Background: an optimization exercise with open tools, aiming at small area, a short achievable clock period and few clock cycles per item. Do not read the settings as production practice. RTL that was checked went through simulation tests only; none was proved equivalent to the original. No activity file was given, so power comes from the tool's default toggle rates.

==> inputs of run a <==
Design math_expression_tokenizer, start of the top module:
module math_expression_tokenizer #(
	parameter int MANTISSA_BITS = 48,
	parameter int DEPTH_BITS = 8
) (
	input  logic clk,
	input  logic arst_n,
	input  logic chars_valid,
	output logic chars_ready,
	input  logic [7:0] chars_character,
	output logic tokens_valid,
	input  logic tokens_ready,
	output logic [4:0] tokens_token_kind,
	output logic [47:0] tokens_number_mantissa,
	output logic [3:0] tokens_fraction_digits,
	output logic [1:0] tokens_status,
	output logic tokens_last,
	input  logic cfg_valid,
	output logic cfg_ready,
	input  logic cfg_comma_decimal_mark
);
clock: 5.3 ns
lec_check: 0
cap_margin: 20
core_margin: 2
core_utilization: 40
cts_buf_list: sky130_fd_sc_hd__clkbuf_4 sky130_fd_sc_hd__clkbuf_8
cts_cluster_size: 30
setup_slack_margin: 2.3
slew_margin: 20
standard.sh (not shown) runs the stock make flow with config.mk's settings and CLKGATE_MAP_FILE= SYNTH_SCRIPT=/design/flow/synth_recipe.tcl, a recipe that flattens the netlist after the stock synthesis.
==> flow/flow/run.sh <==
#!/bin/bash
# the standard layout, with the port buffers made from buf_2 cells instead
# of the delay buffers buffer_ports picks by default; every port still gets
# its own buffer. make's output goes to standard.log, each ORFS step's to
# its own log under orfs/logs.
set -euo pipefail
export BUFFER_PORTS_ARGS="-buffer_cell sky130_fd_sc_hd__buf_2"
bash standard.sh > standard.log 2>&1
==> run b: changes against run a <==
--- a/flow/design.v
+++ b/flow/design.v
@@ -32,10 +32,12 @@
 	localparam logic [1:0] ST_OK      = 2'd0;
 	localparam logic [1:0] ST_SYNTAX  = 2'd1;
 	localparam logic [1:0] ST_KEYWORD = 2'd2;
 	localparam logic [1:0] ST_MIXED   = 2'd3;
 	localparam logic [1:0] VAR_NONE = 2'b11;
+	localparam int LO_BITS = 24;
+	localparam int HI_BITS = MANTISSA_BITS - LO_BITS;
 	localparam logic [1:0] CMP_EQ = 2'd0;
 	localparam logic [1:0] CMP_LT = 2'd1;
 	localparam logic [1:0] CMP_GT = 2'd2;
 	localparam int M_IDLE = 0;
 	localparam int M_NUMI = 1;   
@@ -103,36 +105,49 @@
 			default: word_next = W_DEAD;
 		endcase
 	endfunction
 	logic [6:0]               m_q, m_n;
 	logic [4:0]               w_q, w_n;
-	logic [MANTISSA_BITS-1:0] acc_q;
+	logic [LO_BITS-1:0]       lo_q;
+	logic [HI_BITS-1:0]       hi_q;
+	logic [3:0]               cpend_q;
+	logic                     hpend_q;
 	logic [3:0]               frac_q;
 	logic                     sat_q;
 	logic [3:0]               len_q, len_s, len_d, top_dig;
 	logic [1:0]               cmp_q, cmp_s, cmp_d;
 	logic [DEPTH_BITS-1:0]    depth_q, depth_n, depth_step;
 	logic                     neg_q, neg_n;
 	logic [1:0]               var_q, var_n, v;
 	logic                     mixed_q, mixed_n;
 	logic [3:0] dig;
-	logic [MANTISSA_BITS-1:0] wide, acc_val;
+	logic [LO_BITS+3:0]       wlo;
+	logic [HI_BITS-1:0]       whi;
+	logic [3:0]               carry;
 	logic over, start, take, take_acc, num, is_kw, fall, err_n;
 	assign dig = {code[3], code[2] & !code[3], code[1] & !code[3], code[0]};
 	assign num_a = num;
 	assign num = m_q[M_NUMI] || m_q[M_NUMF];
 	assign start = m_q[M_IDLE] || m_q[M_MARK];
 	assign is_kw = w_q[4] && w_q[3:0] >= 4'd1 && w_q[3:0] <= 4'd10;
 	assign v = w_q[1:0];
 	assign go = valid && (is_dig ? !(start && num_held)
 		: ((num || m_q[M_WORD]) ? room0 : room1));
-	assign wide[0] = code[0];
-	mxt_add #(.N(MANTISSA_BITS-1)) u_add (
-		.x({acc_q[MANTISSA_BITS-4:0], code[2:1]}),
-		.y(acc_q[MANTISSA_BITS-2:0]),
+	assign wlo[0] = code[0];
+	mxt_add #(.N(LO_BITS+3)) u_add_lo (
+		.x({1'b0, lo_q, code[2:1]}),
+		.y({3'b0, lo_q}),
 		.ci(code[3]),
-		.s(wide[MANTISSA_BITS-1:1])
+		.s(wlo[LO_BITS+3:1])
+	);
+	assign carry = wlo[LO_BITS+3:LO_BITS];
+	assign whi[0] = cpend_q[0];
+	mxt_add #(.N(HI_BITS-1)) u_add_hi (
+		.x({hi_q[HI_BITS-4:0], cpend_q[2:1]}),
+		.y(hi_q[HI_BITS-2:0]),
+		.ci(cpend_q[3]),
+		.s(whi[HI_BITS-1:1])
 	);
 	assign over = len_q == 4'd15 || (len_q == 4'd14
 		&& (cmp_q == CMP_GT || (cmp_q == CMP_EQ && dig > 4'd5)));
 	always_comb begin
 		case (len_q)
@@ -160,21 +175,26 @@
 	assign len_d = dig == 4'd0 ? 4'd0 : 4'd1;
 	assign cmp_d = dig == 4'd0 ? CMP_EQ : dig > 4'd2 ? CMP_GT : dig < 4'd2 ? CMP_LT : CMP_EQ;
 	assign take = go && is_dig && (start || m_q[M_NUMI]
 		|| (m_q[M_NUMF] && !over && frac_q != 4'd15));
 	assign take_acc = take && !(m_q[M_NUMI] && over);
-	assign acc_val = start ? {{(MANTISSA_BITS-4){1'b0}}, dig} : wide;
 	always_ff @(posedge clk) begin
 		if (take) begin
 			frac_q <= m_q[M_MARK] ? 4'd1 : m_q[M_IDLE] ? 4'd0 : frac_q + {3'd0, m_q[M_NUMF]};
 			len_q <= start ? len_d : (m_q[M_NUMI] && over) ? 4'd15 : len_s;
 			cmp_q <= start ? cmp_d : (m_q[M_NUMI] && over) ? CMP_EQ : cmp_s;
 		end
-		if (take_acc) acc_q <= acc_val;
+		if (take_acc) lo_q <= start ? {{(LO_BITS-4){1'b0}}, dig} : wlo[LO_BITS-1:0];
+		if (take_acc && !start) cpend_q <= {carry[3], carry[2] | carry[3], carry[1] | carry[3], carry[0]};
+		if ((take_acc && start) || hpend_q) hi_q <= start && take_acc ? '0 : whi;
 		if (go && is_dig && (start || m_q[M_NUMI])) sat_q <= !start && over;
 	end
-	assign acc = acc_q;
+	always_ff @(posedge clk or negedge arst_n) begin
+		if (!arst_n) hpend_q <= 1'b0;
+		else hpend_q <= take_acc && !start;
+	end
+	assign acc = {hi_q, lo_q};
 	assign frac = frac_q;
 	assign sat = sat_q;
 	assign depth_step = depth_q + {{(DEPTH_BITS-1){code[1]}}, 1'b1};
 	always_comb begin
 		m_n = m_q; w_n = w_q;
--- a/flow/config.mk
+++ b/flow/config.mk
@@ -8,7 +8,7 @@
 export CAP_MARGIN = 20
 export CORE_MARGIN = 2
 export CORE_UTILIZATION = 40
 export CTS_BUF_LIST = sky130_fd_sc_hd__clkbuf_4 sky130_fd_sc_hd__clkbuf_8
 export CTS_CLUSTER_SIZE = 30
-export SETUP_SLACK_MARGIN = 2.3
+export SETUP_SLACK_MARGIN = 2.0
 export SLEW_MARGIN = 20
==> run c: changes against run a <==
--- a/flow/design.v
+++ b/flow/design.v
@@ -22,20 +22,18 @@
 	output logic [4:0]  kind_a,
 	output logic        push_b,
 	output logic [4:0]  kind_b,
 	output logic [1:0]  status_b,
 	output logic [MANTISSA_BITS-1:0] acc,
-	output logic [3:0]  frac,
-	output logic        sat
+	output logic [3:0]  frac
 );
 	localparam logic [4:0] KIND_PLUS   = 5'd11;
 	localparam logic [4:0] KIND_END    = 5'd18;
 	localparam logic [1:0] ST_OK      = 2'd0;
 	localparam logic [1:0] ST_SYNTAX  = 2'd1;
 	localparam logic [1:0] ST_KEYWORD = 2'd2;
 	localparam logic [1:0] ST_MIXED   = 2'd3;
-	localparam logic [1:0] VAR_NONE = 2'b11;
 	localparam logic [1:0] CMP_EQ = 2'd0;
 	localparam logic [1:0] CMP_LT = 2'd1;
 	localparam logic [1:0] CMP_GT = 2'd2;
 	localparam int M_IDLE = 0;
 	localparam int M_NUMI = 1;   
@@ -105,26 +103,25 @@
 	endfunction
 	logic [6:0]               m_q, m_n;
 	logic [4:0]               w_q, w_n;
 	logic [MANTISSA_BITS-1:0] acc_q;
 	logic [3:0]               frac_q;
-	logic                     sat_q;
 	logic [3:0]               len_q, len_s, len_d, top_dig;
 	logic [1:0]               cmp_q, cmp_s, cmp_d;
 	logic [DEPTH_BITS-1:0]    depth_q, depth_n, depth_step;
 	logic                     neg_q, neg_n;
 	logic [1:0]               var_q, var_n, v;
 	logic                     mixed_q, mixed_n;
 	logic [3:0] dig;
 	logic [MANTISSA_BITS-1:0] wide, acc_val;
-	logic over, start, take, take_acc, num, is_kw, fall, err_n;
+	logic over, start, take, num, is_kw, fall, err_n;
 	assign dig = {code[3], code[2] & !code[3], code[1] & !code[3], code[0]};
 	assign num_a = num;
 	assign num = m_q[M_NUMI] || m_q[M_NUMF];
 	assign start = m_q[M_IDLE] || m_q[M_MARK];
 	assign is_kw = w_q[4] && w_q[3:0] >= 4'd1 && w_q[3:0] <= 4'd10;
-	assign v = w_q[1:0];
+	assign v = w_q[1:0] + 2'd1;
 	assign go = valid && (is_dig ? !(start && num_held)
 		: ((num || m_q[M_WORD]) ? room0 : room1));
 	assign wide[0] = code[0];
 	mxt_add #(.N(MANTISSA_BITS-1)) u_add (
 		.x({acc_q[MANTISSA_BITS-4:0], code[2:1]}),
@@ -159,24 +156,22 @@
 		: dig > top_dig ? CMP_GT : dig < top_dig ? CMP_LT : CMP_EQ;
 	assign len_d = dig == 4'd0 ? 4'd0 : 4'd1;
 	assign cmp_d = dig == 4'd0 ? CMP_EQ : dig > 4'd2 ? CMP_GT : dig < 4'd2 ? CMP_LT : CMP_EQ;
 	assign take = go && is_dig && (start || m_q[M_NUMI]
 		|| (m_q[M_NUMF] && !over && frac_q != 4'd15));
-	assign take_acc = take && !(m_q[M_NUMI] && over);
-	assign acc_val = start ? {{(MANTISSA_BITS-4){1'b0}}, dig} : wide;
+	assign acc_val = start ? {{(MANTISSA_BITS-4){1'b0}}, dig}
+		: (wide | {MANTISSA_BITS{m_q[M_NUMI] && over}});
 	always_ff @(posedge clk) begin
 		if (take) begin
+			acc_q <= acc_val;
 			frac_q <= m_q[M_MARK] ? 4'd1 : m_q[M_IDLE] ? 4'd0 : frac_q + {3'd0, m_q[M_NUMF]};
 			len_q <= start ? len_d : (m_q[M_NUMI] && over) ? 4'd15 : len_s;
 			cmp_q <= start ? cmp_d : (m_q[M_NUMI] && over) ? CMP_EQ : cmp_s;
 		end
-		if (take_acc) acc_q <= acc_val;
-		if (go && is_dig && (start || m_q[M_NUMI])) sat_q <= !start && over;
 	end
 	assign acc = acc_q;
 	assign frac = frac_q;
-	assign sat = sat_q;
 	assign depth_step = depth_q + {{(DEPTH_BITS-1){code[1]}}, 1'b1};
 	always_comb begin
 		m_n = m_q; w_n = w_q;
 		depth_n = depth_q; neg_n = neg_q; var_n = var_q; mixed_n = mixed_q;
 		push_a = 1'b0; kind_a = 5'd0;
@@ -206,11 +201,11 @@
 			end else if (is_kw) begin
 				push_a = 1'b1;
 				kind_a = {1'b0, w_q[3:0]};
 				m_n = 7'd1 << M_IDLE;
 				if (w_q[3:0] >= 4'd8) begin
-					if (var_q == VAR_NONE) var_n = v;
+					if (var_q == 2'd0) var_n = v;
 					else if (var_q != v) mixed_n = 1'b1;
 				end
 			end else begin
 				m_n = 7'd1 << M_ERRK;
 			end
@@ -224,11 +219,11 @@
 				else if (m_n[M_ERRK]) status_b = ST_KEYWORD;
 				else if (mixed_n) status_b = ST_MIXED;
 				else if (depth_q != '0 || neg_q) status_b = ST_SYNTAX;
 				else status_b = ST_OK;
 				m_n = 7'd1 << M_IDLE;
-				depth_n = '0; neg_n = 1'b0; var_n = VAR_NONE; mixed_n = 1'b0;
+				depth_n = '0; neg_n = 1'b0; var_n = 2'd0; mixed_n = 1'b0;
 			end else if (!err_n) begin
 				m_n = 7'd1 << M_IDLE;
 				if (is_sp) begin
 				end else if (is_dig) begin
 					m_n = 7'd1 << M_NUMI;
@@ -254,11 +249,11 @@
 			end
 		end
 	end
 	always_ff @(posedge clk or negedge arst_n) begin
 		if (!arst_n) begin
-			m_q <= 7'd1 << M_IDLE; depth_q <= '0; neg_q <= 1'b0; var_q <= VAR_NONE;
+			m_q <= 7'd1 << M_IDLE; depth_q <= '0; neg_q <= 1'b0; var_q <= 2'd0;
 			mixed_q <= 1'b0;
 		end else if (go) begin
 			m_q <= m_n; depth_q <= depth_n; neg_q <= neg_n; var_q <= var_n;
 			mixed_q <= mixed_n;
 		end
@@ -273,31 +268,41 @@
 	input  logic [N-1:0] x,
 	input  logic [N-1:0] y,
 	input  logic         ci,
 	output logic [N-1:0] s
 );
-	localparam int LV = 6;   
+	localparam int LV = $clog2(N);
 	logic [N-1:0] p;
-	logic [N-1:0] g_l [0:LV];
-	logic [N-1:0] p_l [0:LV];
+	logic [N-1:0] g_l [0:2*LV];
+	logic [N-1:0] p_l [0:2*LV];
 	assign p = x ^ y;
 	always_comb begin
 		g_l[0] = x & y;
 		p_l[0] = p;
 		g_l[0][0] = (x[0] & y[0]) | (p[0] & ci);
 		for (int l = 0; l < LV; l++) begin
 			g_l[l+1] = g_l[l];
 			p_l[l+1] = p_l[l];
 			for (int i = 0; i < N; i++) begin
-				if ((i >> l) % 2 == 1) begin
-					g_l[l+1][i] = g_l[l][i] | (p_l[l][i] & g_l[l][((i >> l) << l) - 1]);
-					p_l[l+1][i] = p_l[l][i] & p_l[l][((i >> l) << l) - 1];
+				if (((i + 1) % (2 << l)) == 0) begin
+					g_l[l+1][i] = g_l[l][i] | (p_l[l][i] & g_l[l][i - (1 << l)]);
+					p_l[l+1][i] = p_l[l][i] & p_l[l][i - (1 << l)];
+				end
+			end
+		end
+		for (int l = LV - 1; l >= 0; l--) begin
+			g_l[2*LV-l] = g_l[2*LV-l-1];
+			p_l[2*LV-l] = p_l[2*LV-l-1];
+			for (int i = 0; i < N; i++) begin
+				if (((i + 1) % (2 << l)) == (1 << l) && i >= (2 << l)) begin
+					g_l[2*LV-l][i] = g_l[2*LV-l-1][i] | (p_l[2*LV-l-1][i] & g_l[2*LV-l-1][i - (1 << l)]);
+					p_l[2*LV-l][i] = p_l[2*LV-l-1][i] & p_l[2*LV-l-1][i - (1 << l)];
 				end
 			end
 		end
 	end
-	assign s = p ^ {g_l[LV][N-2:0], ci};
+	assign s = p ^ {g_l[2*LV][N-2:0], ci};
 endmodule
 `timescale 1ns / 1ps
 module mxt_token_queue (
 	input  logic       clk,
 	input  logic       arst_n,
@@ -399,26 +404,26 @@
 	localparam int C_SP   = 2;
 	localparam int C_ZERO = 3;
 	localparam int C_MARK = 4;
 	localparam int C_OP   = 5;
 	logic        mark_q;
-	logic        r0_v;
-	logic [5:0]  r0_cls, in_cls;
-	logic [4:0]  r0_code, in_code;
+	logic        r0_v, r1_v, r1_free;
+	logic [5:0]  r0_cls, r1_cls, in_cls;
+	logic [4:0]  r0_code, r1_code, in_code;
 	logic        accept, go;
 	logic        q_hp0, q_hp1, num_held;
 	logic        push_a, push_b, num_a;
 	logic [4:0]  kind_a, kind_b;
 	logic [1:0]  status_b;
 	logic        q0_num;
 	logic [47:0] acc;
 	logic [3:0]  frac;
-	logic        sat;
 	logic [7:0]  ch;
 	assign cfg_ready = 1'b1;
-	assign chars_ready = !r0_v || go;
-	assign accept = chars_valid && chars_ready;
+	assign r1_v = !r1_free;
+	assign chars_ready = r1_free;
+	assign accept = chars_valid && r1_free;
 	assign ch = chars_character;
 	always_comb begin
 		in_cls = '0;
 		in_code = {1'b0, ch[3], ch[2] | ch[3], ch[1] | ch[3], ch[0]};
 		in_cls[C_DIG] = ch >= "0" && ch <= "9";
@@ -441,17 +446,29 @@
 	always_ff @(posedge clk or negedge arst_n) begin
 		if (!arst_n) mark_q <= 1'b0;
 		else if (cfg_valid) mark_q <= cfg_comma_decimal_mark;
 	end
 	always_ff @(posedge clk or negedge arst_n) begin
-		if (!arst_n) r0_v <= 1'b0;
-		else if (chars_ready) r0_v <= chars_valid;
+		if (!arst_n) begin
+			r0_v <= 1'b0;
+			r1_free <= 1'b1;
+		end else if (go) begin
+			r0_v <= r1_v || accept;
+			r1_free <= 1'b1;
+		end else if (accept) begin
+			if (r0_v) r1_free <= 1'b0;
+			else r0_v <= 1'b1;
+		end
 	end
 	always_ff @(posedge clk) begin
-		if (chars_ready) begin
-			r0_cls <= in_cls;
-			r0_code <= in_code;
+		if (go || !r0_v) begin
+			r0_cls <= r1_v ? r1_cls : in_cls;
+			r0_code <= r1_v ? r1_code : in_code;
+		end
+		if (!r1_v) begin
+			r1_cls <= in_cls;
+			r1_code <= in_code;
 		end
 	end
 	mxt_lexer #(
 		.MANTISSA_BITS(MANTISSA_BITS),
 		.DEPTH_BITS(DEPTH_BITS)
@@ -475,12 +492,11 @@
 		.kind_a(kind_a),
 		.push_b(push_b),
 		.kind_b(kind_b),
 		.status_b(status_b),
 		.acc(acc),
-		.frac(frac),
-		.sat(sat)
+		.frac(frac)
 	);
 	mxt_token_queue u_queue (
 		.clk(clk),
 		.arst_n(arst_n),
 		.go(go),
@@ -498,8 +514,8 @@
 		.tokens_ready(tokens_ready),
 		.tokens_token_kind(tokens_token_kind),
 		.tokens_status(tokens_status)
 	);
 	assign tokens_last = tokens_token_kind[4] & tokens_token_kind[1];
-	assign tokens_number_mantissa = q0_num ? (acc | {48{sat}}) : 48'd0;
+	assign tokens_number_mantissa = q0_num ? acc : 48'd0;
 	assign tokens_fraction_digits = q0_num ? frac : 4'd0;
 endmodule
==> flow/run.sh (new file) <==
#!/bin/bash
# synth_recipe.tcl (not shown) runs the flow's synth.tcl, then flattens the netlist and writes it again
# the make line also repeats each setting of config.mk as NAME=value (left out here)
make -C /OpenROAD-flow-scripts/flow DESIGN_CONFIG=/design/flow/config.mk WORK_HOME=/design/flow/orfs CLKGATE_MAP_FILE= SYNTH_SCRIPT=/design/flow/synth_recipe.tcl finish
--- a/flow/config.mk
+++ b/flow/config.mk
@@ -8,7 +8,7 @@
 export CAP_MARGIN = 20
 export CORE_MARGIN = 2
 export CORE_UTILIZATION = 40
 export CTS_BUF_LIST = sky130_fd_sc_hd__clkbuf_4 sky130_fd_sc_hd__clkbuf_8
 export CTS_CLUSTER_SIZE = 30
-export SETUP_SLACK_MARGIN = 2.3
+export SETUP_SLACK_MARGIN = 2.0
 export SLEW_MARGIN = 20
removed: flow/flow/run.sh
removed: flow/standard.sh
==> notes <==
- Critical path depth: run b < run a < run c.
- Flip-flop and latch count: run c is higher than run a (11).
- Of run b and run c, run c has the higher wire length (gap 5.3%, measured against run c).
- The highest register-to-register slack belongs to run a, the lowest to run c.
- Cell count, lowest first: run b, run c, run a.
- Global-route usage: run b < run a < run c.
- The lowest cell area belongs to run b, the highest to run c.
- Utilization: run b < run a < run c.
- The lowest die area belongs to run a, the highest to run c.
- Between run b and run c, the lower first-iteration DRC count is in run c (gap 19%, measured against run c).
- Between run c and run a, the lower total power is in run c (gap about 60%, measured against run a).
Testbench counts of run b, summed over its fixed seeds: cycles 45,710, chars 45,683.
Only the layout flow was run in run a and run c; the RTL was not checked for function there.

-- separate check: timing with driven ports --
The results above use ideal ports. As a check the final layouts listed here were re-extracted and re-timed, cells and wires unchanged.
Step 1 sets driving cells, clkbuf_16 on the clock port and buf_2 on the other inputs (assumed; they add their load-dependent delay and slew).
Step 2 also shifts input and output timing later by t, the mid clock arrival at the registers, as if the neighbouring blocks saw the same clock.
a / b / c = ideal ports / drivers / drivers and shift; a / b = the first two.
run	shift t [ns]	slack for setup (ns)	hold slack, ns	clock arrival spread, ns
run a	0.482	2.242 / 2.197 / 1.971	0.497 / 0.497 / 0.497	0.017 / 0.017
run b	0.485	2.086 / 2.064 / 1.819	0.488 / 0.488 / 0.488	0.018 / 0.018
run c	0.497	1.810 / 1.810 / 1.635	0.471 / 0.471 / 0.471	0.014 / 0.015
After both steps every run listed still meets setup and hold. For run a, which loses most, drivers alone change the setup slack by -0.045 ns; drivers and shift together by -0.271 ns.
